From an optimization exercise on the open Yosys and OpenROAD flow, aimed at small area and a short achievable clock period; shortcuts taken in it are not production practice. Only simulation tests tie the RTL to the original design; equivalence was not proved. Power figures rest on the tool's default switching activity, not on a simulated workload.

==> job 4635 <==
// approx_err_monitor
module approx_err_monitor #(
  parameter int W     = approx_mon_pkg::W,
  parameter int CNT_W = approx_mon_pkg::CNT_W,
  parameter int ACC_W = approx_mon_pkg::ACC_W
) (
  input  logic                 clk,
  input  logic                 rst,
  input  logic                 in_valid,
  output logic                 in_ready,
  input  logic [W-1:0]         a,
  input  logic [W-1:0]         b,
  input  logic [2*W-1:0]       prod,
  input  logic                 start,
  input  logic [CNT_W-1:0]     win_len,
  output logic                 busy,
  output logic                 done,
  output logic [CNT_W-1:0]     smp_cnt,
  output logic [CNT_W-1:0]     err_cnt,
  output logic [ACC_W-1:0]     sum_ed,
  output logic [ACC_W-1:0]     sum_bias,
  output logic [2*W-1:0]       max_ed,
  output logic [W-1:0]         max_a,
  output logic [W-1:0]         max_b
);
  logic                run, dr1, dr2;
  logic [CNT_W-1:0]    rem;           
  logic [CNT_W-1:0]    rem_n;
  logic                accept, last, clr, clr_all, len_nz;
  logic                res_valid;
  logic [W-1:0]        res_a, res_b;
  logic [2*W:0]        res_diff;
  logic                sgn, ne, gt;
  logic [2*W-1:0]      mag1;          
  logic [ACC_W-1:0]    sum_ed_n, sum_bias_n;
  logic [CNT_W-1:0]    smp_n, err_n;
  logic [2*W-1:0]      max_n;
  approx_err_calc #(.W(W)) u_calc (
    .clk       (clk),
    .rst       (rst),
    .smp_valid (accept),
    .a         (a),
    .b         (b),
    .prod      (prod),
  ...
==> flow/config.mk <==
export PLATFORM = sky130hd
export DESIGN_NAME = approx_err_monitor
export DESIGN_NICKNAME = approx_err_monitor
export VERILOG_FILES = /design/flow/design.v
export SDC_FILE = /design/flow/constraint.sdc
export NUM_CORES = 4
export LEC_CHECK = 0
export CAP_MARGIN = 20
export CORE_MARGIN = 2
export CORE_UTILIZATION = 50
export SETUP_SLACK_MARGIN = 4.0
export SLEW_MARGIN = 20
export SYNTH_HIERARCHICAL = 1
==> flow/constraint.sdc <==
create_clock -name core_clock -period 7.2 [get_ports {clk}]
set_input_delay 1.4400 -clock core_clock [delete_from_list [all_inputs] [get_ports {clk}]]
set_output_delay 1.4400 -clock core_clock [all_outputs]
set_load 0.01 [all_outputs]
standard.sh (not shown) runs the stock make flow with config.mk's settings and CLKGATE_MAP_FILE= SYNTH_SCRIPT=/design/flow/synth_recipe.tcl, a recipe that flattens the netlist after the stock synthesis.
==> flow/flow/run.sh <==
#!/bin/bash
# Layout flow: the standard ORFS flow (standard.sh) with two changes:
#  - synthesis: full/half-adder cells are extracted only in module approx_err_tree (the
#    multiplier's carry-save tree), and ABC maps modules approx_err_s1, approx_err_cpa and
#    approx_err_monitor with ORFS's delay-driven "area" script (abc_area.script, map -B 0.9),
#    the others with the default script. Everything else is ORFS's synth.tcl run through
#    synth_recipe.tcl, so the registers are the standard synthesis's;
#  - the port buffers use the smallest buffer cell (sky130_fd_sc_hd__buf_1).
set -euo pipefail
here=$(pwd)
python3 - "$FLOW_HOME/scripts/synth.tcl" "$here/synth_mix.tcl" <<'PY'
import sys
s = open(sys.argv[1]).read()
old = '  log_cmd abc {*}$abc_args\n'
assert s.count(old) == 1
new = ('  set abc_args_area [lreplace $abc_args 1 1 $::env(SCRIPTS_DIR)/abc_area.script]\n'
       '  log_cmd abc {*}$abc_args_area approx_err_cpa approx_err_monitor approx_err_s1\n'
       '  log_cmd abc {*}$abc_args * approx_err_cpa %d approx_err_monitor %d approx_err_s1 %d\n')
s = s.replace(old, new)
old = 'extract_fa {*}[dont_use_extract_fa_args]\n'
assert s.count(old) == 1
s = s.replace(old, 'extract_fa {*}[dont_use_extract_fa_args] approx_err_tree\n')
open(sys.argv[2], 'w').write(s)
PY
grep -q 'source $::env(SCRIPTS_DIR)/synth.tcl' synth_recipe.tcl
sed "s#source \$::env(SCRIPTS_DIR)/synth.tcl#source $here/synth_mix.tcl#" synth_recipe.tcl > "$here/synth_recipe_mix.tcl"
bash standard.sh SYNTH_SCRIPT="$here/synth_recipe_mix.tcl" \
  BUFFER_PORTS_ARGS="-buffer_cell sky130_fd_sc_hd__buf_1" finish > flow_standard.log 2>&1
==> inputs of job 7142, as changes to job 4635 <==
--- a/flow/config.mk
+++ b/flow/config.mk
@@ -8,5 +8,5 @@
 export CAP_MARGIN = 20
 export CORE_MARGIN = 2
-export CORE_UTILIZATION = 50
+export CORE_UTILIZATION = 65
 export SETUP_SLACK_MARGIN = 4.0
 export SLEW_MARGIN = 20
==> inputs of job 6368, as changes to job 4635 <==
--- a/flow/config.mk
+++ b/flow/config.mk
@@ -9,5 +9,6 @@
 export CORE_MARGIN = 2
 export CORE_UTILIZATION = 50
-export SETUP_SLACK_MARGIN = 4.0
+export PLACE_DENSITY = 0.7
+export SETUP_SLACK_MARGIN = 3.5
 export SLEW_MARGIN = 20
 export SYNTH_HIERARCHICAL = 1
==> comparison table <==
Maximum frequency from static timing analysis: job 7142 0.248 GHz; job 4635 0.287 GHz; job 6368 0.280 GHz
Worst min-delay path endpoint: job 7142 u_calc.res_b[1]; job 4635 u_calc.res_b[3]; job 6368 u_calc.res_b[7]
Worst Setup Slack, final: job 7142 3170 ps; job 4635 3710 ps; job 6368 3630 ps
Final Non-Filler Cells: job 7142 5,680; job 4635 5,889; job 6368 5,702
Cell at the slowest stage of the critical path: job 7142 sky130_fd_sc_hd__a222oi_1; job 4635 sky130_fd_sc_hd__dfxtp_4; job 6368 sky130_fd_sc_hd__dfxtp_2
Number of antenna violations at the first check in global routing: job 7142 5; job 4635 3; job 6368 1
Horizontal extent of the die: job 7142 220 um; job 4635 251 um; job 6368 251 um
Initial cell density of the core: job 7142 65.6%; job 4635 50.5%; job 6368 50.5%
Number of buffers created by CTS: job 7142 49; job 4635 52; job 6368 53
Global-route wire length before repair: job 7142 141,000 um; job 4635 143,000 um; job 6368 134,000 um
Flop-to-flop setup slack: job 7142 3170 ps; job 4635 3710 ps; job 6368 3630 ps
Number of vias after detailed routing: job 7142 32.9k; job 4635 30.9k; job 6368 29.3k
Detailed-route wire length per cell: job 7142 18.2 um; job 4635 16.6 um; job 6368 14.7 um
Relative contribution of combinational cells to total power: job 7142 63.0%; job 4635 62.8%; job 6368 55.2%
Result of the run: job 7142 finished clean; job 4635 finished clean; job 6368 finished clean
Detailed-route vias per instance: job 7142 5.80; job 4635 5.25; job 6368 5.14
Actual slew at the worst max-slew pin: job 7142 1160 ps; job 4635 811 ps; job 6368 1050 ps
# nets final: job 7142 5,131; job 4635 5,165; job 6368 4,976
Total power divided by cell area: job 7142 435 nW/um^2; job 4635 426 nW/um^2; job 6368 386 nW/um^2
Fraction of cell area in non-clock buffers: job 7142 8.14%; job 4635 8.57%; job 6368 4.67%
Worst slack after detailed placement: job 7142 2970 ps; job 4635 3160 ps; job 6368 3250 ps
Critical path depth in cells: job 7142 19; job 4635 21; job 6368 20
LEAKAGE: job 7142 16.8 nW; job 4635 17.0 nW; job 6368 15.5 nW
Vias in the first global route: job 7142 28.0k; job 4635 26.7k; job 6368 26.5k
Postcts setup bufs: job 7142 106; job 4635 102; job 6368 0

========
==> maple: inputs <==
Starting RTL as in the previous note.
// approx_err_monitor
module approx_err_monitor #(
  parameter int W     = approx_mon_pkg::W,
  parameter int CNT_W = approx_mon_pkg::CNT_W,
  parameter int ACC_W = approx_mon_pkg::ACC_W
) (
  input  logic                 clk,
  input  logic                 rst,
  input  logic                 in_valid,
  output logic                 in_ready,
  input  logic [W-1:0]         a,
  input  logic [W-1:0]         b,
  input  logic [2*W-1:0]       prod,
  input  logic                 start,
  input  logic [CNT_W-1:0]     win_len,
  output logic                 busy,
  output logic                 done,
  output logic [CNT_W-1:0]     smp_cnt,
  output logic [CNT_W-1:0]     err_cnt,
  output logic [ACC_W-1:0]     sum_ed,
  output logic [ACC_W-1:0]     sum_bias,
  output logic [2*W-1:0]       max_ed,
  output logic [W-1:0]         max_a,
  output logic [W-1:0]         max_b
);
clock: 7.2 ns
lec_check: 0
cap_margin: 20
core_margin: 2
core_utilization: 50
cts_buf_list: sky130_fd_sc_hd__clkbuf_8
cts_cluster_size: 30
setup_slack_margin: 3.5
slew_margin: 20
synth_hierarchical: 1
Scripts as last shown in full above: flow/flow/run.sh
==> inputs of pepper, as changes to maple <==
--- a/flow/config.mk
+++ b/flow/config.mk
@@ -9,7 +9,5 @@
 export CORE_MARGIN = 2
 export CORE_UTILIZATION = 50
-export CTS_BUF_LIST = sky130_fd_sc_hd__clkbuf_8
-export CTS_CLUSTER_SIZE = 30
-export SETUP_SLACK_MARGIN = 3.5
+export SETUP_SLACK_MARGIN = 3.0
 export SLEW_MARGIN = 20
 export SYNTH_HIERARCHICAL = 1
==> comparison <==
- pepper completed without violations. maple finished with timing, DRC and antenna clean.
- Of maple and pepper, maple has the higher clock skew (gap 0.020 ns).
- Of pepper and maple, maple has the higher clock-buffer cell count (gap 31).
- Via count: maple is larger than pepper (about 1.5%).
- Between maple and pepper, the lower sequential share of layout area is in maple (gap 0.12 points).
- Of maple and pepper, maple has the higher final area (gap 1.7%, measured against pepper).
- In maple the power is smaller than in pepper, by about 1.1%.
- In maple the first-iteration DRC count is higher than in pepper, by 4.4%.

========
==> exp/quartz <==
approx_err_monitor, a different RTL version from the one above (not shown whole).
export LEC_CHECK = 0
export CAP_MARGIN = 20
export CORE_MARGIN = 2
export CORE_UTILIZATION = 50
export SETUP_SLACK_MARGIN = 3.5
export SLEW_MARGIN = 20
export SYNTH_HIERARCHICAL = 1
create_clock -name core_clock -period 7.2 [get_ports {clk}]
==> flow/flow/run.sh <==
#!/bin/bash
# Layout flow: the standard ORFS flow (standard.sh) with two changes:
#  - in synthesis, ABC maps modules approx_err_cpa (the multiplier's final adder) and
#    approx_err_monitor (the statistics stage) with ORFS's delay-driven "area" ABC script
#    (abc_area.script, map -B 0.9) and the other modules with the default script. Everything
#    else is ORFS's synth.tcl run through synth_recipe.tcl, so the registers are the standard
#    synthesis's;
#  - the port buffers use the smallest buffer cell (sky130_fd_sc_hd__buf_1).
set -euo pipefail
here=$(pwd)
python3 - "$FLOW_HOME/scripts/synth.tcl" "$here/synth_mix.tcl" <<'PY'
import sys
s = open(sys.argv[1]).read()
old = '  log_cmd abc {*}$abc_args\n'
assert s.count(old) == 1
new = ('  set abc_args_area [lreplace $abc_args 1 1 $::env(SCRIPTS_DIR)/abc_area.script]\n'
       '  log_cmd abc {*}$abc_args_area approx_err_cpa approx_err_monitor\n'
       '  log_cmd abc {*}$abc_args * approx_err_cpa %d approx_err_monitor %d\n')
open(sys.argv[2], 'w').write(s.replace(old, new))
PY
grep -q 'source $::env(SCRIPTS_DIR)/synth.tcl' synth_recipe.tcl
sed "s#source \$::env(SCRIPTS_DIR)/synth.tcl#source $here/synth_mix.tcl#" synth_recipe.tcl > "$here/synth_recipe_mix.tcl"
bash standard.sh SYNTH_SCRIPT="$here/synth_recipe_mix.tcl" \
  BUFFER_PORTS_ARGS="-buffer_cell sky130_fd_sc_hd__buf_1" finish > flow_standard.log 2>&1
==> exp/delta (differences from exp/quartz) <==
--- a/flow/design.v
+++ b/flow/design.v
@@ -24,34 +24,30 @@
   output logic [2*W:0]          diff
 );
   logic                s1_valid;
   logic [W-1:0]        s1_a;
   logic [W-1:0]        s1_b;
   logic [19:0]         s1_sel;          
   logic [17:0]         s1_a3;           
   logic [2*W:0]        s1_pre;     
-  logic [2*W:0]        pre, pre_r;
+  logic [2*W:0]        pre;
+  logic [17:0]         a3;
   logic [2*W:0]        y;
   logic [2*W:0]        tx, ty;
   logic                keep;
   logic [19:0]         sel;
-  logic [17:0]         bx;
-  assign bx = {1'b0, b, 1'b0};
-  assign pre_r = {1'b0, (b[15] & b[14]) ? {a, 1'b0} : ((b[15] ^ b[14]) ? {1'b0, a} : 17'd0),
-                  2'b00, b[14], 2'b00, b[11], 2'b00, b[8], 2'b00, b[5], 2'b00, b[2]};
-  assign pre   = {1'b0, ~prod} + pre_r + 33'd3067871232;
-  always_comb begin
-    for (int i = 0; i < 5; i++) begin
-      logic [2:0] v, m;
-      v = {1'b0, bx[3*i+2], 1'b0} + {2'b00, bx[3*i+1]} + {2'b00, bx[3*i]};
-      m = bx[3*i+3] ? 3'd4 - v : v;
-      for (int k = 1; k <= 4; k++) sel[4*i+k-1] = (m == 3'(k));
-    end
-  end
+  approx_err_s1 u_s1 (
+    .a    (a),
+    .b    (b),
+    .prod (prod),
+    .pre  (pre),
+    .a3   (a3),
+    .sel  (sel)
+  );
   wire pp0_0 = ((s1_a[0] & s1_sel[0]) | (s1_a3[0] & s1_sel[2])) ^ s1_b[2];
   wire pp0_1 = ((s1_a[1] & s1_sel[0]) | (s1_a[0] & s1_sel[1]) | (s1_a3[1] & s1_sel[2])) ^ s1_b[2];
   wire pp0_2 = ((s1_a[2] & s1_sel[0]) | (s1_a[1] & s1_sel[1]) | (s1_a3[2] & s1_sel[2]) | (s1_a[0] & s1_sel[3])) ^ s1_b[2];
   wire pp0_3 = ((s1_a[3] & s1_sel[0]) | (s1_a[2] & s1_sel[1]) | (s1_a3[3] & s1_sel[2]) | (s1_a[1] & s1_sel[3])) ^ s1_b[2];
   wire pp0_4 = ((s1_a[4] & s1_sel[0]) | (s1_a[3] & s1_sel[1]) | (s1_a3[4] & s1_sel[2]) | (s1_a[2] & s1_sel[3])) ^ s1_b[2];
   wire pp0_5 = ((s1_a[5] & s1_sel[0]) | (s1_a[4] & s1_sel[1]) | (s1_a3[5] & s1_sel[2]) | (s1_a[3] & s1_sel[3])) ^ s1_b[2];
   wire pp0_6 = ((s1_a[6] & s1_sel[0]) | (s1_a[5] & s1_sel[1]) | (s1_a3[6] & s1_sel[2]) | (s1_a[4] & s1_sel[3])) ^ s1_b[2];
   wire pp0_7 = ((s1_a[7] & s1_sel[0]) | (s1_a[6] & s1_sel[1]) | (s1_a3[7] & s1_sel[2]) | (s1_a[5] & s1_sel[3])) ^ s1_b[2];
@@ -298,17 +294,17 @@
   assign ty = {1'b0, m247, m245, m243, m241, m239, m238, m235, m233, m232, m230, m228, m226, m224, m222, m220, m218, m216, m214, m212, m210, m208, m206, m204, m202, m200, m198, m196, m194, m192, pp0_2, pp0_1, pp0_0};
   approx_err_cpa u_cpa (.x(tx), .y(ty), .s(y));
   assign keep = s1_valid && !rst;
   always_ff @(posedge clk) begin
     s1_valid  <= smp_valid && !rst;
     s1_a      <= a;
     s1_b      <= b;
     s1_sel    <= sel;
-    s1_a3     <= 18'(a) + {1'b0, a, 1'b0};
+    s1_a3     <= a3;
     s1_pre    <= pre;
     res_valid <= keep;
     res_a     <= s1_a;
     res_b     <= s1_b;
     diff      <= keep ? ~y : '0;
   end
 endmodule
 module approx_err_cpa (
@@ -650,16 +646,40 @@
   wire k332 = k61 ^ k296;
   wire k333 = k62 ^ k297;
   wire k334 = k63 ^ k298;
   wire k335 = k64 ^ k299;
   wire k336 = k65 ^ k300;
   wire k337 = k66 ^ k301;
   assign s = {k337, k336, k335, k334, k333, k332, k331, k330, k329, k328, k327, k326, k325, k324, k323, k322, k321, k320, k319, k318, k317, k316, k315, k314, k313, k312, k311, k310, k309, k308, k307, k306, k305};
 endmodule
+module approx_err_s1 (
+  input  logic [15:0] a,
+  input  logic [15:0] b,
+  input  logic [31:0] prod,
+  output logic [32:0] pre,
+  output logic [17:0] a3,
+  output logic [19:0] sel
+);
+  logic [17:0] bx;
+  logic [32:0] pre_r;
+  assign bx = {1'b0, b, 1'b0};
+  assign a3 = 18'(a) + {1'b0, a, 1'b0};
+  assign pre_r = {1'b0, (b[15] & b[14]) ? {a, 1'b0} : ((b[15] ^ b[14]) ? {1'b0, a} : 17'd0),
+                  2'b00, b[14], 2'b00, b[11], 2'b00, b[8], 2'b00, b[5], 2'b00, b[2]};
+  assign pre   = {1'b0, ~prod} + pre_r + 33'd3067871232;
+  always_comb begin
+    for (int i = 0; i < 5; i++) begin
+      logic [2:0] v, m;
+      v = {1'b0, bx[3*i+2], 1'b0} + {2'b00, bx[3*i+1]} + {2'b00, bx[3*i]};
+      m = bx[3*i+3] ? 3'd4 - v : v;
+      for (int k = 1; k <= 4; k++) sel[4*i+k-1] = (m == 3'(k));
+    end
+  end
+endmodule
 module approx_err_monitor #(
   parameter int W     = approx_mon_pkg::W,
   parameter int CNT_W = approx_mon_pkg::CNT_W,
   parameter int ACC_W = approx_mon_pkg::ACC_W
 ) (
   input  logic                 clk,
   input  logic                 rst,
   input  logic                 in_valid,
==> flow/flow/run.sh (replaced) <==
#!/bin/bash
# Layout flow: the standard ORFS flow (standard.sh) with two changes:
#  - synthesis: full/half-adder cells are extracted only in module approx_err_tree (the
#    multiplier's carry-save tree), and ABC maps modules approx_err_s1, approx_err_cpa and
#    approx_err_monitor with ORFS's delay-driven "area" script (abc_area.script, map -B 0.9),
#    the others with the default script. Everything else is ORFS's synth.tcl run through
#    synth_recipe.tcl, so the registers are the standard synthesis's;
#  - the port buffers use the smallest buffer cell (sky130_fd_sc_hd__buf_1).
set -euo pipefail
here=$(pwd)
python3 - "$FLOW_HOME/scripts/synth.tcl" "$here/synth_mix.tcl" <<'PY'
import sys
s = open(sys.argv[1]).read()
old = '  log_cmd abc {*}$abc_args\n'
assert s.count(old) == 1
new = ('  set abc_args_area [lreplace $abc_args 1 1 $::env(SCRIPTS_DIR)/abc_area.script]\n'
       '  log_cmd abc {*}$abc_args_area approx_err_cpa approx_err_monitor approx_err_s1\n'
       '  log_cmd abc {*}$abc_args * approx_err_cpa %d approx_err_monitor %d approx_err_s1 %d\n')
s = s.replace(old, new)
old = 'extract_fa {*}[dont_use_extract_fa_args]\n'
assert s.count(old) == 1
s = s.replace(old, 'extract_fa {*}[dont_use_extract_fa_args] approx_err_tree\n')
open(sys.argv[2], 'w').write(s)
PY
grep -q 'source $::env(SCRIPTS_DIR)/synth.tcl' synth_recipe.tcl
sed "s#source \$::env(SCRIPTS_DIR)/synth.tcl#source $here/synth_mix.tcl#" synth_recipe.tcl > "$here/synth_recipe_mix.tcl"
bash standard.sh SYNTH_SCRIPT="$here/synth_recipe_mix.tcl" \
  BUFFER_PORTS_ARGS="-buffer_cell sky130_fd_sc_hd__buf_1" finish > flow_standard.log 2>&1
==> exp/willow (differences from exp/quartz) <==
--- a/flow/design.v
+++ b/flow/design.v
@@ -24,34 +24,30 @@
   output logic [2*W:0]          diff
 );
   logic                s1_valid;
   logic [W-1:0]        s1_a;
   logic [W-1:0]        s1_b;
   logic [19:0]         s1_sel;          
   logic [17:0]         s1_a3;           
   logic [2*W:0]        s1_pre;     
-  logic [2*W:0]        pre, pre_r;
+  logic [2*W:0]        pre;
+  logic [17:0]         a3;
   logic [2*W:0]        y;
   logic [2*W:0]        tx, ty;
   logic                keep;
   logic [19:0]         sel;
-  logic [17:0]         bx;
-  assign bx = {1'b0, b, 1'b0};
-  assign pre_r = {1'b0, (b[15] & b[14]) ? {a, 1'b0} : ((b[15] ^ b[14]) ? {1'b0, a} : 17'd0),
-                  2'b00, b[14], 2'b00, b[11], 2'b00, b[8], 2'b00, b[5], 2'b00, b[2]};
-  assign pre   = {1'b0, ~prod} + pre_r + 33'd3067871232;
-  always_comb begin
-    for (int i = 0; i < 5; i++) begin
-      logic [2:0] v, m;
-      v = {1'b0, bx[3*i+2], 1'b0} + {2'b00, bx[3*i+1]} + {2'b00, bx[3*i]};
-      m = bx[3*i+3] ? 3'd4 - v : v;
-      for (int k = 1; k <= 4; k++) sel[4*i+k-1] = (m == 3'(k));
-    end
-  end
+  approx_err_s1 u_s1 (
+    .a    (a),
+    .b    (b),
+    .prod (prod),
+    .pre  (pre),
+    .a3   (a3),
+    .sel  (sel)
+  );
   wire pp0_0 = ((s1_a[0] & s1_sel[0]) | (s1_a3[0] & s1_sel[2])) ^ s1_b[2];
   wire pp0_1 = ((s1_a[1] & s1_sel[0]) | (s1_a[0] & s1_sel[1]) | (s1_a3[1] & s1_sel[2])) ^ s1_b[2];
   wire pp0_2 = ((s1_a[2] & s1_sel[0]) | (s1_a[1] & s1_sel[1]) | (s1_a3[2] & s1_sel[2]) | (s1_a[0] & s1_sel[3])) ^ s1_b[2];
   wire pp0_3 = ((s1_a[3] & s1_sel[0]) | (s1_a[2] & s1_sel[1]) | (s1_a3[3] & s1_sel[2]) | (s1_a[1] & s1_sel[3])) ^ s1_b[2];
   wire pp0_4 = ((s1_a[4] & s1_sel[0]) | (s1_a[3] & s1_sel[1]) | (s1_a3[4] & s1_sel[2]) | (s1_a[2] & s1_sel[3])) ^ s1_b[2];
   wire pp0_5 = ((s1_a[5] & s1_sel[0]) | (s1_a[4] & s1_sel[1]) | (s1_a3[5] & s1_sel[2]) | (s1_a[3] & s1_sel[3])) ^ s1_b[2];
   wire pp0_6 = ((s1_a[6] & s1_sel[0]) | (s1_a[5] & s1_sel[1]) | (s1_a3[6] & s1_sel[2]) | (s1_a[4] & s1_sel[3])) ^ s1_b[2];
   wire pp0_7 = ((s1_a[7] & s1_sel[0]) | (s1_a[6] & s1_sel[1]) | (s1_a3[7] & s1_sel[2]) | (s1_a[5] & s1_sel[3])) ^ s1_b[2];
@@ -298,17 +294,17 @@
   assign ty = {1'b0, m247, m245, m243, m241, m239, m238, m235, m233, m232, m230, m228, m226, m224, m222, m220, m218, m216, m214, m212, m210, m208, m206, m204, m202, m200, m198, m196, m194, m192, pp0_2, pp0_1, pp0_0};
   approx_err_cpa u_cpa (.x(tx), .y(ty), .s(y));
   assign keep = s1_valid && !rst;
   always_ff @(posedge clk) begin
     s1_valid  <= smp_valid && !rst;
     s1_a      <= a;
     s1_b      <= b;
     s1_sel    <= sel;
-    s1_a3     <= 18'(a) + {1'b0, a, 1'b0};
+    s1_a3     <= a3;
     s1_pre    <= pre;
     res_valid <= keep;
     res_a     <= s1_a;
     res_b     <= s1_b;
     diff      <= keep ? ~y : '0;
   end
 endmodule
 module approx_err_cpa (
@@ -650,16 +646,40 @@
   wire k332 = k61 ^ k296;
   wire k333 = k62 ^ k297;
   wire k334 = k63 ^ k298;
   wire k335 = k64 ^ k299;
   wire k336 = k65 ^ k300;
   wire k337 = k66 ^ k301;
   assign s = {k337, k336, k335, k334, k333, k332, k331, k330, k329, k328, k327, k326, k325, k324, k323, k322, k321, k320, k319, k318, k317, k316, k315, k314, k313, k312, k311, k310, k309, k308, k307, k306, k305};
 endmodule
+module approx_err_s1 (
+  input  logic [15:0] a,
+  input  logic [15:0] b,
+  input  logic [31:0] prod,
+  output logic [32:0] pre,
+  output logic [17:0] a3,
+  output logic [19:0] sel
+);
+  logic [17:0] bx;
+  logic [32:0] pre_r;
+  assign bx = {1'b0, b, 1'b0};
+  assign a3 = 18'(a) + {1'b0, a, 1'b0};
+  assign pre_r = {1'b0, (b[15] & b[14]) ? {a, 1'b0} : ((b[15] ^ b[14]) ? {1'b0, a} : 17'd0),
+                  2'b00, b[14], 2'b00, b[11], 2'b00, b[8], 2'b00, b[5], 2'b00, b[2]};
+  assign pre   = {1'b0, ~prod} + pre_r + 33'd3067871232;
+  always_comb begin
+    for (int i = 0; i < 5; i++) begin
+      logic [2:0] v, m;
+      v = {1'b0, bx[3*i+2], 1'b0} + {2'b00, bx[3*i+1]} + {2'b00, bx[3*i]};
+      m = bx[3*i+3] ? 3'd4 - v : v;
+      for (int k = 1; k <= 4; k++) sel[4*i+k-1] = (m == 3'(k));
+    end
+  end
+endmodule
 module approx_err_monitor #(
   parameter int W     = approx_mon_pkg::W,
   parameter int CNT_W = approx_mon_pkg::CNT_W,
   parameter int ACC_W = approx_mon_pkg::ACC_W
 ) (
   input  logic                 clk,
   input  logic                 rst,
   input  logic                 in_valid,
==> flow/flow/run.sh (replaced) <==
#!/bin/bash
# Layout flow: the standard ORFS flow (standard.sh) with two changes:
#  - synthesis: full/half-adder cells are extracted only in module approx_err_tree (the
#    multiplier's carry-save tree), and ABC maps modules approx_err_s1, approx_err_cpa and
#    approx_err_monitor with ORFS's delay-driven "area" script (abc_area.script, map -B 0.9),
#    the others with the default script. Everything else is ORFS's synth.tcl run through
#    synth_recipe.tcl, so the registers are the standard synthesis's;
#  - the port buffers use the smallest buffer cell (sky130_fd_sc_hd__buf_1).
set -euo pipefail
here=$(pwd)
python3 - "$FLOW_HOME/scripts/synth.tcl" "$here/synth_mix.tcl" <<'PY'
import sys
s = open(sys.argv[1]).read()
old = '  log_cmd abc {*}$abc_args\n'
assert s.count(old) == 1
new = ('  set abc_args_area [lreplace $abc_args 1 1 $::env(SCRIPTS_DIR)/abc_area.script]\n'
       '  log_cmd abc {*}$abc_args_area approx_err_cpa approx_err_monitor approx_err_s1\n'
       '  log_cmd abc {*}$abc_args * approx_err_cpa %d approx_err_monitor %d approx_err_s1 %d\n')
s = s.replace(old, new)
old = 'extract_fa {*}[dont_use_extract_fa_args]\n'
assert s.count(old) == 1
s = s.replace(old, 'extract_fa {*}[dont_use_extract_fa_args] approx_err_tree\n')
open(sys.argv[2], 'w').write(s)
PY
grep -q 'source $::env(SCRIPTS_DIR)/synth.tcl' synth_recipe.tcl
sed "s#source \$::env(SCRIPTS_DIR)/synth.tcl#source $here/synth_mix.tcl#" synth_recipe.tcl > "$here/synth_recipe_mix.tcl"
bash standard.sh SYNTH_SCRIPT="$here/synth_recipe_mix.tcl" \
  BUFFER_PORTS_ARGS="-buffer_cell sky130_fd_sc_hd__buf_1" finish > flow_standard.log 2>&1
==> flow/config.mk (replaced) <==
export PLATFORM = sky130hd
export DESIGN_NAME = approx_err_monitor
export DESIGN_NICKNAME = approx_err_monitor
export VERILOG_FILES = /design/flow/design.v
export SDC_FILE = /design/flow/constraint.sdc
export NUM_CORES = 4
export LEC_CHECK = 0
export CAP_MARGIN = 20
export CORE_MARGIN = 2
export CORE_UTILIZATION = 45
export SETUP_SLACK_MARGIN = 3.5
export SLEW_MARGIN = 20
export SYNTH_HIERARCHICAL = 1
==> comparison table <==
| item | exp/delta | exp/willow | exp/quartz |
|---|---|---|---|
| Highest ir drop seen on vdd | 0.377 mV | 0.312 mV | 0.475 mV |
| Worst endpoint required time | 7670 ps | 7710 ps | 7680 ps |
| Clkbuf count | 65 | 66 | 77 |
| Met1 usage in global routing | 35.9% | 32.8% | 31.4% |
| Sequential cell area | 9380 um2 | 9370 um2 | 9340 um2 |
| Wire length of the first global-routing pass | 139 mm | 142 mm | 124 mm |
| Sequential fraction of design power | 23.2% | 23.1% | 19.2% |
| Final weighted congestion in routability-driven placement | 0.902 | 0.927 | 0.902 |
| Starting utilization of the core area | 50.5% | 45.4% | 50.3% |
| Endpoint of the worst hold path | u_calc.res_b[10]$_DFF_P_ | u_calc.res_b[7]$_DFF_P_ | u_calc.res_b[7]$_DFF_P_ |
| Insertion delay to the later sink of the worst-skew pair | 610 ps | 620 ps | 600 ps |
| Final clock skew | 26.5 ps | 51.6 ps | 30.1 ps |
| Post-CTS Setup Repair Bufs | 2 | 1 | 41 |
| Path depth of the worst reg2reg path | 17 | 19 | 20 |
| Status | finished clean | finished clean | finished clean |
| Routed length on met1 | 40.0 mm | 40.5 mm | 34.6 mm |

-- separate check: timing with driven ports --
Ports are ideal in the flow. The routed layouts listed here were re-timed in OpenROAD.
Step 1, drivers: a clkbuf_16 drives clk and a buf_2 each remaining input, both assumed.
Step 2 moves the port delays by t, midway between the first and last clock arrival at a register: inputs arrive t later, outputs are due t later. That takes back most of the time a late clock gives input paths.
Three values: ideal, step 1, step 2; two values: the first two.
| run | t, ns | setup WS [ns] | worst hold slack (ns) | slew at the worst register clock pin (ns) | worst data-port slew with drivers (ns) |
|---|---|---|---|---|---|
| job 4635 | 0.671 | 3.715 / 3.715 / 3.360 | 0.324 / 0.324 / 0.324 | 0.08 / 0.08 | 0.08 |
| job 7142 | 0.681 | 3.174 / 3.174 / 3.174 | 0.324 / 0.324 / 0.324 | 0.07 / 0.07 | 0.11 |
| job 6368 | 0.660 | 3.632 / 3.632 / 3.191 | 0.325 / 0.325 / 0.325 | 0.06 / 0.06 | 0.07 |
| maple | 0.731 | 3.655 / 3.686 / 2.955 | 0.322 / 0.322 / 0.322 | 0.07 / 0.07 | 0.09 |
| pepper | 0.655 | 3.275 / 3.275 / 2.744 | 0.325 / 0.325 / 0.325 | 0.07 / 0.07 | 0.09 |
| exp/quartz | 0.648 | 3.278 / 3.278 / 2.795 | 0.325 / 0.325 / 0.325 | 0.06 / 0.06 | 0.07 |
| exp/delta | 0.659 | 3.696 / 3.696 / 3.246 | 0.325 / 0.325 / 0.325 | 0.07 / 0.07 | 0.09 |
| exp/willow | 0.658 | 3.750 / 3.750 / 3.343 | 0.326 / 0.326 / 0.326 | 0.08 / 0.08 | 0.07 |
After both steps every run listed still meets setup and hold. For maple, which loses most, drivers alone change the setup slack by +0.031 ns; drivers and shift together by -0.700 ns.
